From an optimization exercise on the open Yosys and OpenROAD flow, aimed at small area; shortcuts taken in it are not production practice. At most, simulation tests tie the RTL to the original design; equivalence was not proved. No activity file was given, so power comes from the tool's default toggle rates. The clock port is modelled as an ideal driver; clocking choices that lean on that would not hold on a real chip.

==> flow/design.v <==
package gemm_pkg;
  localparam int DATA_WIDTH     = 32;
  localparam int LATENCY        = 5;
  localparam int K_TILES        = 4;
  localparam int COLS           = 8;
  localparam int FIFO_DEPTH     = 4;
  localparam int ISSUES_PER_ROW = COLS * K_TILES;
  typedef logic [DATA_WIDTH-1:0] data_t;
  typedef logic [COLS-1:0][DATA_WIDTH-1:0] row_t;
  function automatic int clog2_min1(input int n);
    if (n > 1) clog2_min1 = $clog2(n);
    else       clog2_min1 = 1;
  endfunction
endpackage
module result_row_fifo #(
  parameter int DW    = gemm_pkg::DATA_WIDTH,
  parameter int COLS  = gemm_pkg::COLS,
  parameter int DEPTH = gemm_pkg::FIFO_DEPTH
) (
  input  logic                 clk,
  input  logic                 rst,
  input  logic                 wen,
  input  logic [((COLS > 1) ? $clog2(COLS) : 1)-1:0] wcol,
  input  logic                 push,
  input  logic                 pop,
  input  logic [DW-1:0]        din,
  output logic                 empty,
  output logic [COLS*DW-1:0]   head
);
  localparam int AW = (DEPTH > 1) ? $clog2(DEPTH) : 1;
  localparam int CW = (COLS > 1) ? $clog2(COLS) : 1;
  logic [COLS*DW-1:0] ring [DEPTH];
  logic [AW:0]        wr_ptr, rd_ptr;
  logic [AW-1:0]      ph, pend_slot;
  logic [DEPTH-1:0]   hsel;
  logic [CW-1:0]      pend_col;
  logic [DW-1:0]      pend;
  logic               pend_vld, inj, bypass;
  assign empty = (wr_ptr == rd_ptr);
  assign pend_col  = wcol - 1'b1;
  assign pend_slot = wr_ptr[AW-1:0] - AW'(wcol == '0);
  assign inj       = pend_vld && (AW'(pend_slot + ph) == AW'(DEPTH-1));
  assign bypass    = pend_vld && (wcol == '0) && (pend_slot == rd_ptr[AW-1:0]);
  always_comb begin
    head = '0;
    for (int p = 0; p < DEPTH; p++)
      head = head | (ring[p] & {(COLS*DW){hsel[p]}});
    if (bypass) head[(COLS-1)*DW +: DW] = pend;
  end
  always_ff @(posedge clk) begin
    if (rst) begin
      wr_ptr   <= '0;
      rd_ptr   <= '0;
      ph       <= '0;
      hsel     <= DEPTH'(1);
      pend_vld <= 1'b0;
    end else begin
      if (push) wr_ptr <= wr_ptr + 1'b1;
      if (pop) rd_ptr <= rd_ptr + 1'b1;
      ph <= ph + 1'b1;
      hsel <= pop ? {hsel[DEPTH-3:0], hsel[DEPTH-1:DEPTH-2]} : {hsel[DEPTH-2:0], hsel[DEPTH-1]};
      if (wen) pend_vld <= 1'b1;
      else if (inj) pend_vld <= 1'b0;
    end
  end
  always_ff @(posedge clk) begin
    if (wen) pend <= din;
  end
  always_ff @(posedge clk) begin
    for (int p = 1; p < DEPTH; p++) ring[p] <= ring[p-1];
    for (int c = 0; c < COLS; c++)
      ring[0][c*DW +: DW] <= (inj && pend_col == CW'(c)) ? pend : ring[DEPTH-1][c*DW +: DW];
  end
endmodule
module gemm_result_collector #(
  parameter int DATA_WIDTH = gemm_pkg::DATA_WIDTH,
  parameter int LATENCY    = gemm_pkg::LATENCY,
  parameter int K_TILES    = gemm_pkg::K_TILES,
  parameter int COLS       = gemm_pkg::COLS,
  parameter int FIFO_DEPTH = gemm_pkg::FIFO_DEPTH
) (
  input  logic                       clk,
  input  logic                       rst,
  input  logic                       issue_valid,
  output logic                       issue_ready,
  input  logic [DATA_WIDTH-1:0]      ipu_data_in,
  output logic                       row_valid,
  input  logic                       row_ready,
  output logic [COLS*DATA_WIDTH-1:0] row_data
);
  localparam int ROW_ISSUES = COLS * K_TILES;
  localparam int IW  = (ROW_ISSUES > 1) ? $clog2(ROW_ISSUES) : 1;
  localparam int KW  = (K_TILES > 1) ? $clog2(K_TILES) : 1;
  localparam int CW  = (COLS > 1) ? $clog2(COLS) : 1;
  localparam int CRW = $clog2(FIFO_DEPTH + 1);
  logic [LATENCY-1:0] vld_pipe;
  logic [IW-1:0]      issue_cnt;
  logic [CRW-1:0]     credits;
  logic [KW-1:0]      k;
  logic [CW-1:0]      col;
  logic [DATA_WIDTH-1:0] acc, elem;
  logic               fire, reserve, tail, elem_done, push, pop, empty;
  assign issue_ready = !rst && (credits != '0 || issue_cnt != '0);
  assign fire        = issue_valid && issue_ready;
  assign reserve     = fire && (issue_cnt == '0);
  assign tail        = vld_pipe[LATENCY-1];
  assign elem        = ipu_data_in + ((k == '0) ? '0 : acc);
  assign elem_done   = tail && (k == KW'(K_TILES-1));
  assign push        = elem_done && (col == CW'(COLS-1));
  assign row_valid   = !empty;
  assign pop         = row_valid && row_ready;
  always_ff @(posedge clk) begin
    if (rst) begin
      vld_pipe  <= '0;
      issue_cnt <= '0;
      credits   <= CRW'(FIFO_DEPTH);
      k         <= '0;
      col       <= '0;
    end else begin
      vld_pipe <= LATENCY'({vld_pipe, fire});
      if (fire) issue_cnt <= issue_cnt + 1'b1;
      if (reserve && !pop)      credits <= credits - 1'b1;
      else if (pop && !reserve) credits <= credits + 1'b1;
      if (tail) begin
        k <= k + 1'b1;
        if (elem_done) col <= col + 1'b1;
      end
    end
  end
  always_ff @(posedge clk) begin
    if (tail) acc <= elem;
  end
  result_row_fifo #(.DW(DATA_WIDTH), .COLS(COLS), .DEPTH(FIFO_DEPTH)) u_fifo (
    .clk   (clk),
    .rst   (rst),
    .wen   (elem_done),
    .wcol  (col),
    .push  (push),
    .pop   (pop),
    .din   (elem),
    .empty (empty),
    .head  (row_data)
  );
endmodule
export LEC_CHECK = 0
export CAP_MARGIN = 20
export CORE_MARGIN = 2
export CORE_UTILIZATION = 65
export SLEW_MARGIN = 20
create_clock -name core_clock -period 5.0 [get_ports {clk}]
standard.sh (not shown) runs the stock make flow with config.mk's settings and CLKGATE_MAP_FILE= SYNTH_SCRIPT=/design/flow/synth_recipe.tcl, a recipe that flattens the netlist after the stock synthesis.
==> flow/flow/run.sh <==
#!/bin/bash
set -euo pipefail
export BUFFER_PORTS_ARGS="-buffer_cell sky130_fd_sc_hd__buf_1"
export CTS_ARGS="-sink_clustering_enable -repair_clock_nets -dont_use_dummy_load -sink_clustering_size 30 -sink_clustering_max_diameter 80 -buf_list {sky130_fd_sc_hd__clkbuf_16}"
bash standard.sh finish > flow.log 2>&1
Edit:
--- a/flow/design.v
+++ b/flow/design.v
@@ -30,16 +30,21 @@
   localparam int AW = (DEPTH > 1) ? $clog2(DEPTH) : 1;
   localparam int CW = (COLS > 1) ? $clog2(COLS) : 1;
+  localparam int NW = $clog2(DEPTH + 1);
   logic [COLS*DW-1:0] ring [DEPTH];
-  logic [AW:0]        wr_ptr, rd_ptr;
-  logic [AW-1:0]      ph, pend_slot;
+  logic [NW-1:0]      count;
+  logic [AW-1:0]      wpos, pend_pos;
   logic [DEPTH-1:0]   hsel;
   logic [CW-1:0]      pend_col;
   logic [DW-1:0]      pend;
   logic               pend_vld, inj, bypass;
-  assign empty = (wr_ptr == rd_ptr);
-  assign pend_col  = wcol - 1'b1;
-  assign pend_slot = wr_ptr[AW-1:0] - AW'(wcol == '0);
-  assign inj       = pend_vld && (AW'(pend_slot + ph) == AW'(DEPTH-1));
-  assign bypass    = pend_vld && (wcol == '0) && (pend_slot == rd_ptr[AW-1:0]);
+  logic [COLS-1:0]    keep;
+  logic               pend_vld_n;
+  logic [CW-1:0]      wcol_n, pend_col_n;
+  logic [AW-1:0]      wpos_n, pend_pos_n;
+  assign empty = (count == '0);
+  assign pend_col = wcol - 1'b1;
+  assign pend_pos = wpos - AW'(wcol == '0);
+  assign inj      = pend_vld && (pend_pos == AW'(DEPTH-1));
+  assign bypass   = pend_vld && (wcol == '0) && hsel[pend_pos];
   always_comb begin
     head = '0;
@@ -50,13 +55,12 @@
   always_ff @(posedge clk) begin
     if (rst) begin
-      wr_ptr   <= '0;
-      rd_ptr   <= '0;
-      ph       <= '0;
+      count    <= '0;
+      wpos     <= '0;
       hsel     <= DEPTH'(1);
       pend_vld <= 1'b0;
     end else begin
-      if (push) wr_ptr <= wr_ptr + 1'b1;
-      if (pop) rd_ptr <= rd_ptr + 1'b1;
-      ph <= ph + 1'b1;
+      if (push && !pop)      count <= count + 1'b1;
+      else if (pop && !push) count <= count - 1'b1;
+      wpos <= wpos_n;
       hsel <= pop ? {hsel[DEPTH-3:0], hsel[DEPTH-1:DEPTH-2]} : {hsel[DEPTH-2:0], hsel[DEPTH-1]};
       if (wen) pend_vld <= 1'b1;
@@ -67,8 +71,18 @@
     if (wen) pend <= din;
   end
+  assign pend_vld_n = !rst && (wen || (pend_vld && !inj));
+  assign wpos_n     = wpos + 1'b1 + AW'(push);
+  assign wcol_n     = wcol + CW'(wen);
+  assign pend_col_n = wcol_n - 1'b1;
+  assign pend_pos_n = wpos_n - AW'(wcol_n == '0);
+  always_ff @(posedge clk) begin
+    for (int c = 0; c < COLS; c++)
+      keep[c] <= !(pend_vld_n && pend_col_n == CW'(c) && pend_pos_n == AW'(DEPTH-1));
+  end
   always_ff @(posedge clk) begin
     for (int p = 1; p < DEPTH; p++) ring[p] <= ring[p-1];
     for (int c = 0; c < COLS; c++)
-      ring[0][c*DW +: DW] <= (inj && pend_col == CW'(c)) ? pend : ring[DEPTH-1][c*DW +: DW];
+      ring[0][c*DW +: DW] <= (pend & {DW{inj && pend_col == CW'(c)}}) |
+                             (ring[DEPTH-1][c*DW +: DW] & {DW{keep[c]}});
   end
 endmodule
Outcome:
- design area went down by about 1.1%
- fmax went down by 8.7%
- global-route usage went up by 2.8 points
- sequential share of layout area went up by 0.98 points
- routed wire length went up by about 8%
- utilization went up by 0.34 points
- hold slack got worse by 0.0068 ns
- via count went up by about 5.6%
- register-to-register slack improved by 0.13 ns
- power stays flat
Only the layout flow was run in the first run of this note; the RTL was not checked for function there.

gemm_result_collector, a different RTL version from the one above (not shown whole).
Size in the first run: ~2200 cells after synthesis, ~290 I/O pins, roughly 35000 µm² of cells after synthesis.
==> module result_row_fifo, before the edit <==
module result_row_fifo #(
  parameter int DW    = gemm_pkg::DATA_WIDTH,
  parameter int COLS  = gemm_pkg::COLS,
  parameter int DEPTH = gemm_pkg::FIFO_DEPTH
) (
  input  logic                 clk,
  input  logic                 rst,
  input  logic                 wen,
  input  logic [((COLS > 1) ? $clog2(COLS) : 1)-1:0] wcol,
  input  logic                 push,
  input  logic                 pop,
  input  logic [DW-1:0]        din,
  output logic                 empty,
  output logic [COLS*DW-1:0]   head
);
  localparam int AW = (DEPTH > 1) ? $clog2(DEPTH) : 1;
  localparam int CW = (COLS > 1) ? $clog2(COLS) : 1;
  logic [COLS*DW-1:0] ring [DEPTH];
  logic [AW:0]        wr_ptr, rd_ptr;
  logic [AW-1:0]      ph, pend_slot, hpos;
  logic [CW-1:0]      pend_col;
  logic [DW-1:0]      pend;
  logic               pend_vld, inj, bypass;
  assign empty = (wr_ptr == rd_ptr);
  assign pend_col  = wcol - 1'b1;
  assign pend_slot = wr_ptr[AW-1:0] - AW'(wcol == '0);
  assign inj       = pend_vld && (AW'(pend_slot + ph) == AW'(DEPTH-1));
  assign hpos      = AW'(rd_ptr[AW-1:0] + ph);
  assign bypass    = pend_vld && (wcol == '0) && (pend_slot == rd_ptr[AW-1:0]);
  always_comb begin
    head = ring[0];
    for (int p = 1; p < DEPTH; p++)
      if (hpos == AW'(p)) head = ring[p];
    if (bypass) head[(COLS-1)*DW +: DW] = pend;
  end
  always_ff @(posedge clk) begin
    if (rst) begin
      wr_ptr   <= '0;
      rd_ptr   <= '0;
      ph       <= '0;
      pend_vld <= 1'b0;
    end else begin
      if (push) wr_ptr <= wr_ptr + 1'b1;
      if (pop) rd_ptr <= rd_ptr + 1'b1;
      ph <= ph + 1'b1;
      if (wen) pend_vld <= 1'b1;
      else if (inj) pend_vld <= 1'b0;
    end
  end
  always_ff @(posedge clk) begin
    if (wen) pend <= din;
  end
  always_ff @(posedge clk) begin
    for (int p = 1; p < DEPTH; p++) ring[p] <= ring[p-1];
    for (int c = 0; c < COLS; c++)
      ring[0][c*DW +: DW] <= (inj && pend_col == CW'(c)) ? pend : ring[DEPTH-1][c*DW +: DW];
  end
endmodule
clock: 5.0 ns
lec_check: 0
cap_margin: 20
core_margin: 2
core_utilization: 65
slew_margin: 20
Scripts as last shown in full above: flow/flow/run.sh
==> next run, changes <==
--- a/flow/design.v
+++ b/flow/design.v
@@ -31,20 +31,24 @@
   localparam int CW = (COLS > 1) ? $clog2(COLS) : 1;
   logic [COLS*DW-1:0] ring [DEPTH];
   logic [AW:0]        wr_ptr, rd_ptr;
-  logic [AW-1:0]      ph, pend_slot, hpos;
+  logic [AW-1:0]      ph, pend_slot;
+  logic [DEPTH-1:0]   hsel;
   logic [CW-1:0]      pend_col;
   logic [DW-1:0]      pend;
   logic               pend_vld, inj, bypass;
+  logic [COLS-1:0]    keep;
+  logic               pend_vld_n;
+  logic [CW-1:0]      wcol_n, pend_col_n;
+  logic [AW-1:0]      pend_slot_n;
   assign empty = (wr_ptr == rd_ptr);
   assign pend_col  = wcol - 1'b1;
   assign pend_slot = wr_ptr[AW-1:0] - AW'(wcol == '0);
   assign inj       = pend_vld && (AW'(pend_slot + ph) == AW'(DEPTH-1));
-  assign hpos      = AW'(rd_ptr[AW-1:0] + ph);
   assign bypass    = pend_vld && (wcol == '0) && (pend_slot == rd_ptr[AW-1:0]);
   always_comb begin
-    head = ring[0];
-    for (int p = 1; p < DEPTH; p++)
-      if (hpos == AW'(p)) head = ring[p];
+    head = '0;
+    for (int p = 0; p < DEPTH; p++)
+      head = head | (ring[p] & {(COLS*DW){hsel[p]}});
     if (bypass) head[(COLS-1)*DW +: DW] = pend;
   end
   always_ff @(posedge clk) begin
@@ -52,11 +56,13 @@
       wr_ptr   <= '0;
       rd_ptr   <= '0;
       ph       <= '0;
+      hsel     <= DEPTH'(1);
       pend_vld <= 1'b0;
     end else begin
       if (push) wr_ptr <= wr_ptr + 1'b1;
       if (pop) rd_ptr <= rd_ptr + 1'b1;
       ph <= ph + 1'b1;
+      hsel <= pop ? {hsel[DEPTH-3:0], hsel[DEPTH-1:DEPTH-2]} : {hsel[DEPTH-2:0], hsel[DEPTH-1]};
       if (wen) pend_vld <= 1'b1;
       else if (inj) pend_vld <= 1'b0;
     end
@@ -64,10 +70,20 @@
   always_ff @(posedge clk) begin
     if (wen) pend <= din;
   end
+  assign pend_vld_n  = !rst && (wen || (pend_vld && !inj));
+  assign wcol_n      = wcol + CW'(wen);
+  assign pend_col_n  = wcol_n - 1'b1;
+  assign pend_slot_n = AW'(wr_ptr[AW-1:0] + AW'(push)) - AW'(wcol_n == '0);
+  always_ff @(posedge clk) begin
+    for (int c = 0; c < COLS; c++)
+      keep[c] <= !(pend_vld_n && pend_col_n == CW'(c) &&
+                   (AW'(pend_slot_n + ph + 1'b1) == AW'(DEPTH-1)));
+  end
   always_ff @(posedge clk) begin
     for (int p = 1; p < DEPTH; p++) ring[p] <= ring[p-1];
     for (int c = 0; c < COLS; c++)
-      ring[0][c*DW +: DW] <= (inj && pend_col == CW'(c)) ? pend : ring[DEPTH-1][c*DW +: DW];
+      ring[0][c*DW +: DW] <= (pend & {DW{inj && pend_col == CW'(c)}}) |
+                             (ring[DEPTH-1][c*DW +: DW] & {DW{keep[c]}});
   end
 endmodule
 module gemm_result_collector #(
Clock skew shrinks by 12 ps.
Sequential share of layout area grows by 2.8 points.
Cell area is lower by a few percent.
Total power drops slightly.
Global-route usage goes up by 6.4 points.
Utilization decreases by 0.43 points.
Worst setup slack is better by 330 ps.
Maximum frequency came out higher by a little under a tenth.
First-iteration DRC count climbs by well over a third.
Count of clock-buffer cells in the layout decreases by 1.
Die area goes down by a few percent.
Worst hold slack improves by 40 ps.
Non-clock buffer count rises by 29.

## what the ideal ports hide
Ports are ideal in the flow. The routed layouts listed here were re-timed in OpenROAD.
Step 1 (the two cells are an assumption about what drives the block):
set clk [get_ports {clk}]
set_driving_cell -lib_cell sky130_fd_sc_hd__clkbuf_16 $clk
set_driving_cell -lib_cell sky130_fd_sc_hd__buf_2 [delete_from_list [all_inputs] $clk]
Step 2, shift: input delay + t, output delay - t, t = (earliest + latest rising clock arrival at the registers) / 2. This alone moves slack from input paths to output paths.
Three values: ideal, step 1, step 2; two values: the first two.
run | t (ns) | setup slack, ns | worst data-port slew with drivers (ns)
the first run of note 1 | 0.653 | 0.821 / 0.761 / 1.168 | 0.08
the second run of note 1 | 0.657 | 0.422 / 0.359 / 1.017 | 0.10
the first run of note 2 | 0.639 | 0.268 / 0.203 / 0.842 | 0.10
the second run of note 2 | 0.659 | 0.597 / 0.534 / 1.194 | 0.06
After both steps every run listed still meets setup and hold.
